Source: an optimization exercise on an open RTL-to-GDS flow (aim: small area and a short achievable clock period). Production flows keep margins and buffers that such runs may drop.
No run shown here included a check of the RTL's function; only the layout flow was run.
Power and IR drop assume default switching activity.

$ cat flow/design.v
package pfs_pkg;
    localparam int WORD_W = 256;
    localparam int ADDR_W = 22;
    localparam int SA     = 5;
    localparam int SB     = 4;
    localparam logic [1:0] F_IDLE  = 2'd0;
    localparam logic [1:0] F_HEAD  = 2'd1;
    localparam logic [1:0] F_HWAIT = 2'd2;
    localparam logic [1:0] F_BODY  = 2'd3;
endpackage
module pattern_fetch_send (
    input  logic                         pixel_clk,
    input  logic                         pixel_rst_n,
    input  logic                         start,
    input  logic [2:0]                   pixel_sync,    
    input  logic                         mem_ready,
    output logic [pfs_pkg::ADDR_W:0]     mem_req,       
    input  logic [pfs_pkg::WORD_W:0]     mem_rsp,       
    output logic [2:0]                   gen_sync,      
    output logic [23:0]                  gen_rgb        
);
    localparam int W  = pfs_pkg::WORD_W;
    localparam int SA = pfs_pkg::SA;
    localparam int SB = pfs_pkg::SB;
    logic rsp_valid;
    logic de;
    assign rsp_valid = mem_rsp[W];
    assign de        = pixel_sync[2];
    logic [1:0]                 fst;
    logic                       req_q;
    logic [pfs_pkg::ADDR_W-1:0] addr_q;
    logic                       hcalc;       
    logic [23:0]                tb_hi;       
    logic [7:0]                 tail;        
    logic                       tail_nz;     
    logic [7:0]                 h_fill;
    logic [31:0]                pcnt;        
    logic [23:0]                wcnt;        
    logic                       asel;        
    logic [2:0]                 used_a;      
    logic [2:0]                 used_b;
    logic                       wr_ok;       
    logic                       wsel;        
    logic [3:0]                 tq;          
    logic [1:0]                 tq_w;
    logic [1:0]                 tq_r;
    logic acc, acc_body, lp_cur, ls_cur, cand, can, raise, wr;
    logic pop, pop_a, pop_b;
    logic empty_set;
    assign acc      = req_q && mem_ready;
    assign acc_body = acc && fst == pfs_pkg::F_BODY;
    assign lp_cur   = wcnt[23:1] == 23'd0 && wcnt[0] == !tail_nz;
    assign ls_cur   = lp_cur && pcnt == 32'd1;
    assign cand     = fst == pfs_pkg::F_BODY && (req_q ? (mem_ready && !ls_cur) : 1'b1);
    assign can      = asel ? (used_b != 3'(SB) || pop_b) : (used_a != 3'(SA) || pop_a);
    assign raise    = cand && can;
    assign mem_req  = {req_q, addr_q};
    assign empty_set = (tb_hi == 24'd0 && tail == 8'd0) || pcnt == 32'd0;
    assign wr       = rsp_valid && wr_ok;
    always_ff @(posedge pixel_clk or negedge pixel_rst_n) begin
        if (!pixel_rst_n) begin
            fst    <= pfs_pkg::F_IDLE;
            req_q  <= 1'b0;
            addr_q <= '0;
            hcalc  <= 1'b0;
            asel   <= 1'b0;
            used_a <= '0;
            used_b <= '0;
            wr_ok  <= 1'b1;
            wsel   <= 1'b0;
            tq_w   <= '0;
            tq_r   <= '0;
        end else begin
            hcalc <= 1'b0;
            wr_ok <= !(fst == pfs_pkg::F_HEAD || (fst == pfs_pkg::F_HWAIT && !rsp_valid));
            if (acc) begin
                addr_q <= addr_q + 1'b1;
            end
            if (acc_body) begin
                tq_w <= tq_w + 2'd1;
            end
            if (wr) begin
                tq_r <= tq_r + 2'd1;
                wsel <= !wsel;
            end
            if (raise) begin
                asel <= !asel;
            end
            case (fst)
                pfs_pkg::F_IDLE: begin
                    if (hcalc && !empty_set) begin
                        fst <= pfs_pkg::F_BODY;
                    end else if (start) begin
                        fst    <= pfs_pkg::F_HEAD;
                        req_q  <= 1'b1;
                        addr_q <= '0;
                        asel   <= 1'b0;
                        used_a <= '0;
                        used_b <= '0;
                        wsel   <= 1'b0;
                        tq_w   <= '0;
                        tq_r   <= '0;
                    end
                end
                pfs_pkg::F_HEAD: begin
                    if (mem_ready) begin
                        req_q <= 1'b0;
                        fst   <= pfs_pkg::F_HWAIT;
                    end
                end
                pfs_pkg::F_HWAIT: begin
                    if (rsp_valid) begin
                        hcalc <= 1'b1;
                        fst   <= pfs_pkg::F_IDLE;
                    end
                end
                default: begin
                    req_q <= (req_q && !mem_ready) || raise;
                    if (acc && ls_cur) begin
                        fst <= pfs_pkg::F_IDLE;
                    end
                end
            endcase
            if (fst == pfs_pkg::F_BODY || pop) begin
                used_a <= used_a + 3'(raise && !asel) - 3'(pop_a);
                used_b <= used_b + 3'(raise && asel) - 3'(pop_b);
            end
        end
    end
    always_ff @(posedge pixel_clk) begin
        if (fst == pfs_pkg::F_HWAIT && rsp_valid) begin
            tb_hi  <= mem_rsp[255:232];
            tail   <= mem_rsp[231:224];
            pcnt   <= mem_rsp[223:192];
            h_fill <= mem_rsp[191:184];
        end
        if (hcalc) begin
            wcnt    <= tb_hi;
            tail    <= tail - 8'd1;
            tail_nz <= tail != 8'd0;
        end
        if (acc_body) begin
            tq[tq_w] <= lp_cur;
            if (lp_cur) begin
                wcnt <= tb_hi;
                pcnt <= pcnt - 32'd1;
            end else begin
                wcnt <= wcnt - 24'd1;
            end
        end
    end
    logic [W-1:0]  a [SA];
    logic [W-1:0]  b [SB];
    logic [SA-1:0] lp_a, v_a, ld_a, ld_a_d, ld_a_p, gap_a;
    logic [SB-1:0] lp_b, v_b, ld_b, ld_b_d, ld_b_p, gap_b;
    logic          rsel;     
    logic          pa;       
    logic          tag;
    assign tag = tq[tq_r];
    always_comb begin
        gap_a[0] = !v_a[0];
        for (int i = 1; i < SA; i++) begin
            gap_a[i] = gap_a[i-1] || !v_a[i];
        end
        for (int i = 0; i < SA - 1; i++) begin
            ld_a_d[i] = v_a[i+1] && gap_a[i];
            ld_a_p[i] = v_a[i+1] && pa && !rsel;
        end
        ld_a_d[SA-1] = 1'b0;
        ld_a_p[SA-1] = 1'b0;
        ld_a = ld_a_d | ({SA{de}} & ld_a_p);
        ld_a[SA-1] = wr && !wsel;
        gap_b[0] = !v_b[0];
        for (int i = 1; i < SB; i++) begin
            gap_b[i] = gap_b[i-1] || !v_b[i];
        end
        for (int i = 0; i < SB - 1; i++) begin
            ld_b_d[i] = v_b[i+1] && gap_b[i];
            ld_b_p[i] = v_b[i+1] && pa && rsel;
        end
        ld_b_d[SB-1] = 1'b0;
        ld_b_p[SB-1] = 1'b0;
        ld_b = ld_b_d | ({SB{de}} & ld_b_p);
        ld_b[SB-1] = wr && wsel;
    end
    always_ff @(posedge pixel_clk) begin
        for (int i = 0; i < SA - 1; i++) begin
            if (ld_a[i]) begin
                a[i]    <= a[i+1];
                lp_a[i] <= lp_a[i+1];
            end
        end
        if (ld_a[SA-1]) begin
            a[SA-1]    <= mem_rsp[W-1:0];
            lp_a[SA-1] <= tag;
        end
        for (int i = 0; i < SB - 1; i++) begin
            if (ld_b[i]) begin
                b[i]    <= b[i+1];
                lp_b[i] <= lp_b[i+1];
            end
        end
        if (ld_b[SB-1]) begin
            b[SB-1]    <= mem_rsp[W-1:0];
            lp_b[SB-1] <= tag;
        end
    end
    always_ff @(posedge pixel_clk or negedge pixel_rst_n) begin
        if (!pixel_rst_n) begin
            v_a <= '0;
            v_b <= '0;
        end else begin
            v_a[0] <= ld_a[0] || (v_a[0] && !pop_a);
            for (int i = 1; i < SA; i++) begin
                v_a[i] <= ld_a[i] || (v_a[i] && !ld_a[i-1]);
            end
            v_b[0] <= ld_b[0] || (v_b[0] && !pop_b);
            for (int i = 1; i < SB; i++) begin
                v_b[i] <= ld_b[i] || (v_b[i] && !ld_b[i-1]);
            end
        end
    end
    logic [7:0] bit_idx;
    logic [7:0] fill;        
    logic       head_v;
    logic       head_lp;
    logic       cur_bit;
    logic       last_bit;
    assign head_v   = rsel ? v_b[0] : v_a[0];
    assign head_lp  = rsel ? lp_b[0] : lp_a[0];
    assign cur_bit  = rsel ? b[0][~bit_idx] : a[0][~bit_idx];
    assign last_bit = bit_idx == 8'hff || (head_lp && bit_idx == tail);
    assign pa       = head_v && fill == 8'd0 && last_bit;
    assign pop      = de && pa;
    assign pop_a    = pop && !rsel;
    assign pop_b    = pop && rsel;
    always_ff @(posedge pixel_clk or negedge pixel_rst_n) begin
        if (!pixel_rst_n) begin
            bit_idx <= '0;
            fill    <= '0;
            rsel    <= 1'b0;
        end else begin
            if (hcalc) begin
                bit_idx <= '0;
                fill    <= h_fill;
                rsel    <= 1'b0;
            end else if (de && head_v) begin
                if (fill == 8'd0) begin
                    fill    <= h_fill;
                    bit_idx <= last_bit ? 8'd0 : bit_idx + 8'd1;
                    if (last_bit) begin
                        rsel <= !rsel;
                    end
                end else begin
                    fill <= fill - 8'd1;
                end
            end
        end
    end
    logic show;
    logic white_r, white_g, white_b;
    assign show = de && head_v && cur_bit;
    always_ff @(posedge pixel_clk or negedge pixel_rst_n) begin
        if (!pixel_rst_n) begin
            gen_sync <= 3'b011;
            white_r  <= 1'b1;
        end else begin
            gen_sync <= pixel_sync;
            white_r  <= !show;
        end
    end
    always_ff @(posedge pixel_clk or negedge pixel_rst_n) begin
        if (!pixel_rst_n) begin
            white_b <= 1'b0;
        end else begin
            white_b <= !show;
        end
    end
    always_ff @(posedge pixel_clk) begin
        white_g <= !show;
    end
    assign gen_rgb = {{8{white_r}}, {8{white_g}}, {8{white_b}}};
endmodule
$ cat flow/flow/run.sh
#!/bin/bash
# Standard layout, with timing repair aimed below the clock period,
# single-drive port buffers and a clock tree without dummy loads.
set -euo pipefail
CTS="-sink_clustering_enable -repair_clock_nets -sink_clustering_size 25 -sink_clustering_max_diameter 80 -buf_list {sky130_fd_sc_hd__clkbuf_8 sky130_fd_sc_hd__clkbuf_16} -dont_use_dummy_load"
bash standard.sh SETUP_SLACK_MARGIN=8.3 "BUFFER_PORTS_ARGS=-buffer_cell sky130_fd_sc_hd__buf_2" "CTS_ARGS=$CTS" finish > flow_make.log 2>&1
$ cat flow/standard.sh
#!/bin/bash
# synth_recipe.tcl (not shown) runs the flow's synth.tcl, then flattens the netlist and writes it again
# the make line also repeats each setting of config.mk as NAME=value (left out here)
make -C /OpenROAD-flow-scripts/flow DESIGN_CONFIG=/design/flow/config.mk WORK_HOME=/design/flow/orfs CLKGATE_MAP_FILE= SYNTH_SCRIPT=/design/flow/synth_recipe.tcl "${@:-finish}"
$ cat flow/config.mk
export PLATFORM = sky130hd
export DESIGN_NAME = pattern_fetch_send
export DESIGN_NICKNAME = pattern_fetch_send
export VERILOG_FILES = /design/flow/design.v
export SDC_FILE = /design/flow/constraint.sdc
export NUM_CORES = 4
export LEC_CHECK = 0
export CAP_MARGIN = 20
export CORE_MARGIN = 2
export CORE_UTILIZATION = 40
export CTS_BUF_LIST = sky130_fd_sc_hd__clkbuf_8 sky130_fd_sc_hd__clkbuf_16
export CTS_CLUSTER_DIAMETER = 80
export CTS_CLUSTER_SIZE = 25
export SLEW_MARGIN = 20
$ cat flow/constraint.sdc
create_clock -name core_clock -period 12.0 [get_ports {pixel_clk}]
set_input_delay 2.4000 -clock core_clock [delete_from_list [all_inputs] [get_ports {pixel_clk}]]
set_output_delay 2.4000 -clock core_clock [all_outputs]
set_load 0.01 [all_outputs]
==> flow_summary.yaml, run 1 <==
timing:
  slew_headroom: 0.433
  max_freq_ghz: 0.258
  setup-tns-final_ps: 0
  worst_pin_slew_ps: 848
  setup_viol: 0
  finalCriticalPeriod_ps: 3870
  hold_ws_ps: 330
  report.final.slew_viol_count: 0
  fin_skew_ps: 117
  rsz0062_at_grt: "yes"
  period_share: 0.323
  hold_violations: 0
synth:
  avgSynthCellArea_um2: 23.2
  ys.flop_type: "edfxtp_1"
  ys_seq_area_frac: 0.896
  ys_top_cells_by_area: "edfxtp_1, mux4_2, dfrtp_1"
  synth_cells: 3557
  syn-cell-area_mm2: 0.0826
  yosys_warnings: 3
  synth_top_cell_area_share: 0.866
  ys_ff_latch: 2485
  synth_edf_count: 2382
  synth_nets: 3843
  synth_area_leader_cell: "edfxtp_1"
  synth.distinct_cells: 72
  async_flop_share: 0.0282
clock_tree:
  cts_buffers: 118
  cts_buffer_depth: 3
  clk_pin_slew_ps: 90
  cts_tree: "done"
  cts_root_buffer: "clkbuf_16"
  cts_sinks: 2485
  htreeDepth: 3
  clkLatencyLatePin_ps: 800
drt:
  drt_wl_total_um: 176000
  first_pass_iters: 5
  drc: 0
  vias_per_cell: 5.07
  ant_nets: 0
  dr_total_vias: 34189
  wl_per_cell_um: 26.1
  drt-initial-drc-count: 3540
flow_run:
  drv_cap: 0
critical_path:
  worst_setup_path_end_kind: "primary output"
  required_ps: 9600
  crit_arrival_ps: 1470
  cp_num_cells: 1
  cp-start-kind: "flop"
  crit_path_top_delay_cell: "dfstp_2"
  max_stage_delay_ps: 580
  critPathKind: "flop to primary output"
  cp_max_fo: 8
  cp_top_family: "flip-flops"
  crit_chain: "buf_2"
  worst-path-buf-inv: 1
  ff2ff_path_depth: 15
placement:
  dp.cells: 6497
  globalplace.congestion: 0.786
  port_buffers: 313
  hpwl_um: 103000
floorplan:
  fp.coreArea_mm2: 0.205
  die_area_mm2: 0.210
  row_count: 166
  ios: 314
  initial_core_util: 0.403
  dieWidth_um: 458
  chipHeight_um: 458
global_route:
  grt_usage: 0.165
  antenna_found_initial: 63
  grt_start_max_net_pins: 139
  grt_pass1_vias: 34183
  grt_overflow: 0
  grt_pass1_wl_um: 248000
pwr:
  p_leak_uw: 0.0297
  peakVddDrop_v: 0.000122
  power.density_mw_per_mm2: 172
layout:
  fin_nets: 4332
  final_layout_size_suffix_gt1_frac: 0.198
  area_growth_pct: 12.1
  final_common_cell: "edfxtp_1"
  multiInputGateArea_mm2: 0.00816
  layout_common_cells: "edfxtp_1, buf_2, nor2_1"
  seq_area_mm2: 0.0740
  fillers: 16872
  finalNonFillerCells: 6740
worst_hold_path:
  whs_path_depth: 0
  worstHoldPathType: "flop to flop"
status:
  run_status: "finished clean"
-- cell usage after synthesis (6+ instances only) --
| cell type | instances |
|---|---|
| o21ai_0 | 73 |
| nand3_1 | 25 |
| dfxtp_1 | 33 |
| a21oi_1 | 59 |
| a221o_1 | 8 |
| inv_1 | 40 |
| edfxtp_1 | 2382 |
| nor2b_1 | 7 |
| mux2i_1 | 53 |
| or2_2 | 9 |
| mux4_2 | 121 |
| xnor2_1 | 31 |
| clkbuf_1 | 39 |
| ha_1 | 20 |
| nand2_1 | 109 |
| nand2b_1 | 14 |
| nor3_1 | 28 |
| o22ai_1 | 8 |
| buf_4 | 32 |
| and2_1 | 14 |
| a311oi_1 | 13 |
| buf_6 | 10 |
| nand3b_1 | 6 |
| or3_1 | 6 |
| a211oi_1 | 13 |
| nor2_1 | 126 |
| xor2_1 | 27 |
| a31oi_1 | 7 |
| mux2_2 | 11 |
| dfrtp_1 | 66 |
| o31ai_1 | 8 |
| a22o_1 | 6 |
| a221oi_1 | 17 |
| nor4_1 | 22 |
| nand4_1 | 13 |
| buf_2 | 18 |
-- routing by layer --
layer / share of wire / vias up / global-route usage
met2: 0.53 / 906 / 0.303
met5: 0.00038 / - / 0
met1: 0.40 / 17944 / 0.210
met3: 0.045 / 262 / 0.0193
li1: - / 15063 / -
met4: 0.022 / 14 / 0.0371
-- metrics by stage --
step / util / worst slack [ps] / area, um^2 / total power [uW]
final: 0.452 / 8130 / 92500 / 15900
after global routing: 0.452 / 8050 / 92500 / 16500
after CTS: 0.449 / 8050 / 92000 / 16000
after detailed placement: 0.427 / 5730 / 87400 / 11800
after global placement: 0.427 / 5810 / 87400 / 11800
after floorplan: - / 4850 / 82600 / 11200
-- cell families after synthesis --
logic type                 count (synthesis)  synth area share
adders and majority gates                 22           0.00352
AOI/OAI and AO/OA                        248            0.0195
and+or+nand+nor                          413            0.0248
buffers and inverters                    146           0.00941
DFF                                     2485             0.896
muxes                                    185            0.0409
xor gates and xnor gates                  58           0.00615
-- worst paths after layout --
kind                              from          end  slack [ps]
setup / recovery               white_r  gen_rgb[16]        8130
hold / removal               b[1][121]    b[0][121]         330
setup reg to reg            bit_idx[3]    used_b[2]        8280
hold reg to reg              b[1][121]    b[0][121]         330
max in group asynchronous  pixel_rst_n         rsel        9430
min in group asynchronous  pixel_rst_n      white_b        1600
-- state kept, by name (all words and copies together), names as in the netlist, 2 cells and up --
register and flops:
a 1280, addr_q 22, b 1024, bit_idx 8, fill 8, fst 2, gen_sync 3, h_fill 8
lp_a 5, lp_b 4, pcnt 32, tail 8, tb_hi 24, tq 4, tq_r 2, tq_w 2
used_a 3, used_b 3, v_a 5, v_b 4, wcnt 24
-- power breakdown --
| group | total, uW | switching [uW] | internal [uW] |
|---|---|---|---|
| clock network | 4160 | 2410 | 1740 |
| registers | 10100 | 162 | 9970 |
| logic | 1660 | 1050 | 609 |
-- timing repair --
item,4_1_cts,5_1_grt
hold buffers,0,0
gates resized for setup,128,35
pin swaps,16,9
endpoints found under the setup margin,2261,508
cloned,22,5
buffers inserted,57,33
-- layout make-up --
| cell class | instances | area share |
|---|---|---|
| antenna | 8 | 0.000216 |
| inverter | 42 | 0.00172 |
| timing repair buffer | 464 | 0.0422 |
| sequential | 2485 | 0.799 |
| tap | 2688 | 0.0363 |
| clock buffer | 118 | 0.0319 |
| multi-input combinational | 935 | 0.0882 |
==> run 2, diff against run 1 <==
==> flow/flow/run.sh (replaced) <==
#!/bin/bash
# Standard layout, with timing repair aimed below the clock period,
# single-drive port buffers and a clock tree without dummy loads.
set -euo pipefail
CTS="-sink_clustering_enable -repair_clock_nets -sink_clustering_size 25 -sink_clustering_max_diameter 80 -buf_list {sky130_fd_sc_hd__clkbuf_8 sky130_fd_sc_hd__clkbuf_16} -dont_use_dummy_load"
bash standard.sh SETUP_SLACK_MARGIN=8.2 "BUFFER_PORTS_ARGS=-buffer_cell sky130_fd_sc_hd__buf_2" "CTS_ARGS=$CTS" finish > flow_make.log 2>&1
==> run 2 against run 1 <==
Effect of this change:
- still clean
- core utilization down 0.28 points
- die area unchanged
- global-route usage about the same
- cell area down 0.63%
- critical endpoint is now used_b[2]
- highest routed layer unchanged
==> flow_summary.yaml, run 2 <==
global_route:
  antenna_found_initial: 62
  grt_pass1_wl_um: 248000
  grt_start_max_net_pins: 139
  grt_usage: 0.165
  grt_overflow: 0
  grt_pass1_vias: 34041
critical_path:
  worst_setup_path_end_kind: "flop"
  critPathKind: "input pin to flop"
  crit_arrival_ps: 4520
  startpoint: "pixel_sync[2]"
  r2r_end: "used_b[2]"
  required_ps: 12650
  r2r_start: "bit_idx[3]"
  cp-start-kind: "input pin"
  cp_max_fo: 3
  regToRegSetupSlack_ps: 8260
  ff2ff_path_depth: 15
synth:
  synth.distinct_cells: 72
  synth_nets: 3843
  synth_edf_count: 2382
  async_flop_share: 0.0282
  synth_most_common_cell: "edfxtp_1"
  avgSynthCellArea_um2: 23.2
  synth_cells: 3557
  ys_ff_latch: 2485
  ys_seq_area_frac: 0.896
  ys.flop_type: "edfxtp_1"
  synth_area_leader_cell: "edfxtp_1"
  synth_common_cells: "edfxtp_1, nor2_1, mux4_2, nand2_1, o21ai_0"
  synth_top_cell_area_share: 0.866
  syn-cell-area_mm2: 0.0826
  ys_top_cells_by_area: "edfxtp_1, mux4_2, dfrtp_1"
  yosys_warnings: 3
drt:
  drt-initial-drc-count: 3537
  vias_per_cell: 5.07
  ant_nets: 0
  drc: 0
  drt_wl_total_um: 175000
  first_pass_iters: 7
  wl_per_cell_um: 26.1
  dr_total_vias: 33944
placement:
  globalplace.congestion: 0.786
  hpwl_um: 103000
  port_buffers: 313
timing:
  finalCriticalPeriod_ps: 3870
  worst_pin_slew_ps: 988
  period_share: 0.323
  setup_viol: 0
  report.final.slew_viol_count: 0
  setup-tns-final_ps: 0
  hold_ws_ps: 332
  rsz0062_at_grt: "yes"
  hold_violations: 0
  fin_skew_ps: 118
  slew_headroom: 0.341
  max_freq_ghz: 0.258
worst_hold_path:
  min-delay-start: "b[1][121]"
  worstHoldPathType: "flop to flop"
  holdPathEnd: "b[0][121]"
  whs_path_depth: 0
layout:
  seq_area_mm2: 0.0740
  top_register: "a"
  largest_reg_flops: 1280
  area_growth_pct: 11.4
  fin_nets: 4289
  final_layout_size_suffix_gt1_frac: 0.188
  reg_top3: "a x1280, b x1024, pcnt x32"
  fillers: 16929
  final_common_cell: "edfxtp_1"
  utilization: 0.449
  layout_common_cells: "edfxtp_1, buf_2, nor2_1"
  multiInputGateArea_mm2: 0.00812
clock_tree:
  cts_root_buffer: "clkbuf_16"
  htreeDepth: 3
  clk_pin_slew_ps: 90
  cts_tree: "done"
  clkLatencyLatePin_ps: 800
  cts_hold_buf: 0
  cts_buffer_depth: 3
  cts_sinks: 2485
  cts_buffers: 118
floorplan:
  die_area_mm2: 0.210
  ios: 314
  initial_core_util: 0.403
  fp.coreArea_mm2: 0.205
  dieWidth_um: 458
  chipHeight_um: 458
  row_count: 166
pwr:
  p_leak_uw: 0.0294
  peakVddDrop_v: 0.000123
  power.density_mw_per_mm2: 173
flow_run:
  drv_cap: 0
status:
  run_status: "finished clean"
-- run 2: routing by layer --
layer / GRT usage / routed length, um / vias up
li1: - / - / 14959
met1: 0.210 / 69800 / 17795
met2: 0.302 / 93600 / 913
met3: 0.0187 / 7530 / 263
met4: 0.0364 / 3850 / 14
met5: 0 / 77 / -
-- run 2: cell families (layout without fill, tap and decap cells) --
kind of cell               after synthesis  count (layout)  share of synthesized area
adders and majority gates               22              22                    0.00352
DFF                                   2485            2485                      0.896
buffers and inverters                  146             581                    0.00941
AOI/OAI and AO/OA                      248             248                     0.0195
muxes                                  185             185                     0.0409
xor gates and xnor gates                58              58                    0.00615
and+or+nand+nor                        413             422                     0.0248
other                                    0               7                          0
-- run 2: critical path: stages --
cell and delay (ps):
buf_12 90, nand2_8 50, a211oi_4 260, buf_6 170, a21oi_4 60, nor3_4 170
ha_2 240, ha_4 130, inv_2 30, fa_2 370, xnor2_2 200, buf_4 130
nor2_1 30, a22o_1 170
-- run 2: layout make-up --
type,count,area share
Antenna cell,7,0.000191
Clock buffer,118,0.0321
Inverter,42,0.00173
Multi-Input combinational cell,935,0.0883
Sequential cell,2485,0.804
Tap cell,2688,0.0366
Timing Repair Buffer,421,0.0367
-- run 2: stage by stage --
stage	instances	instance area (um^2)	power, uW	worst slack (ps)
after floorplan	3557	82600	11200	4850
after global placement	6497	87400	11800	5810
after detailed placement	6497	87400	11800	5730
after CTS	6676	91700	16000	8050
after global routing	6693	91900	16400	8050
final	6696	91900	15900	8130
-- run 2: what timing repair did --
action / 4_1_cts / 5_1_grt
setup buffers: 41 / 11
cloned: 20 / 2
pin swaps: 15 / 4
setup endpoints to repair: 2101 / 539
resized for setup: 95 / 34
-- run 2: how the worst max path moves through the flow --
stage	end	slack [ps]
after floorplan	b[0][0]	4850
after global placement	b[1][9]	5810
after detailed placement	b[1][8]	5730
after CTS	gen_rgb[16]	8050
after global routing	gen_rgb[23]	8050
final	used_b[2]	8130
-- run 2: power by group --
part | switching [uW] | total (uW) | internal, uW
registers | 161 | 10100 | 9970
logic | 1030 | 1580 | 554
clock network | 2420 | 4160 | 1740

separate check: timing with driven ports:
The flow's constraints put no driver on any port. The routed layouts listed below were extracted and timed again, unchanged, in two steps.
Step 1 assumes that a clkbuf_16 drives the clock port and a buf_2 every other input.
Step 2, shift: input delay + t, output delay - t, t = (earliest + latest rising clock arrival at the registers) / 2. This alone moves slack from input paths to output paths.
Slacks: ideal ports / drivers / drivers and shift; pairs: ideal ports / drivers.
run | t (ns) | setup WS [ns] | hold slack, ns | worst setup path after step 2 | worst register clock-pin slew, ns
run 1 | 0.825 | 8.127 / 8.042 / 7.344 | 0.330 / 0.330 / 0.330 | input to register | 0.10 / 0.10
run 2 | 0.823 | 8.128 / 8.044 / 7.324 | 0.332 / 0.332 / 0.332 | input to register | 0.10 / 0.10
After both steps every run listed still meets setup and hold. The setup slack of run 2, which loses most, moves by -0.084 ns with the drivers and by -0.804 ns with both steps.
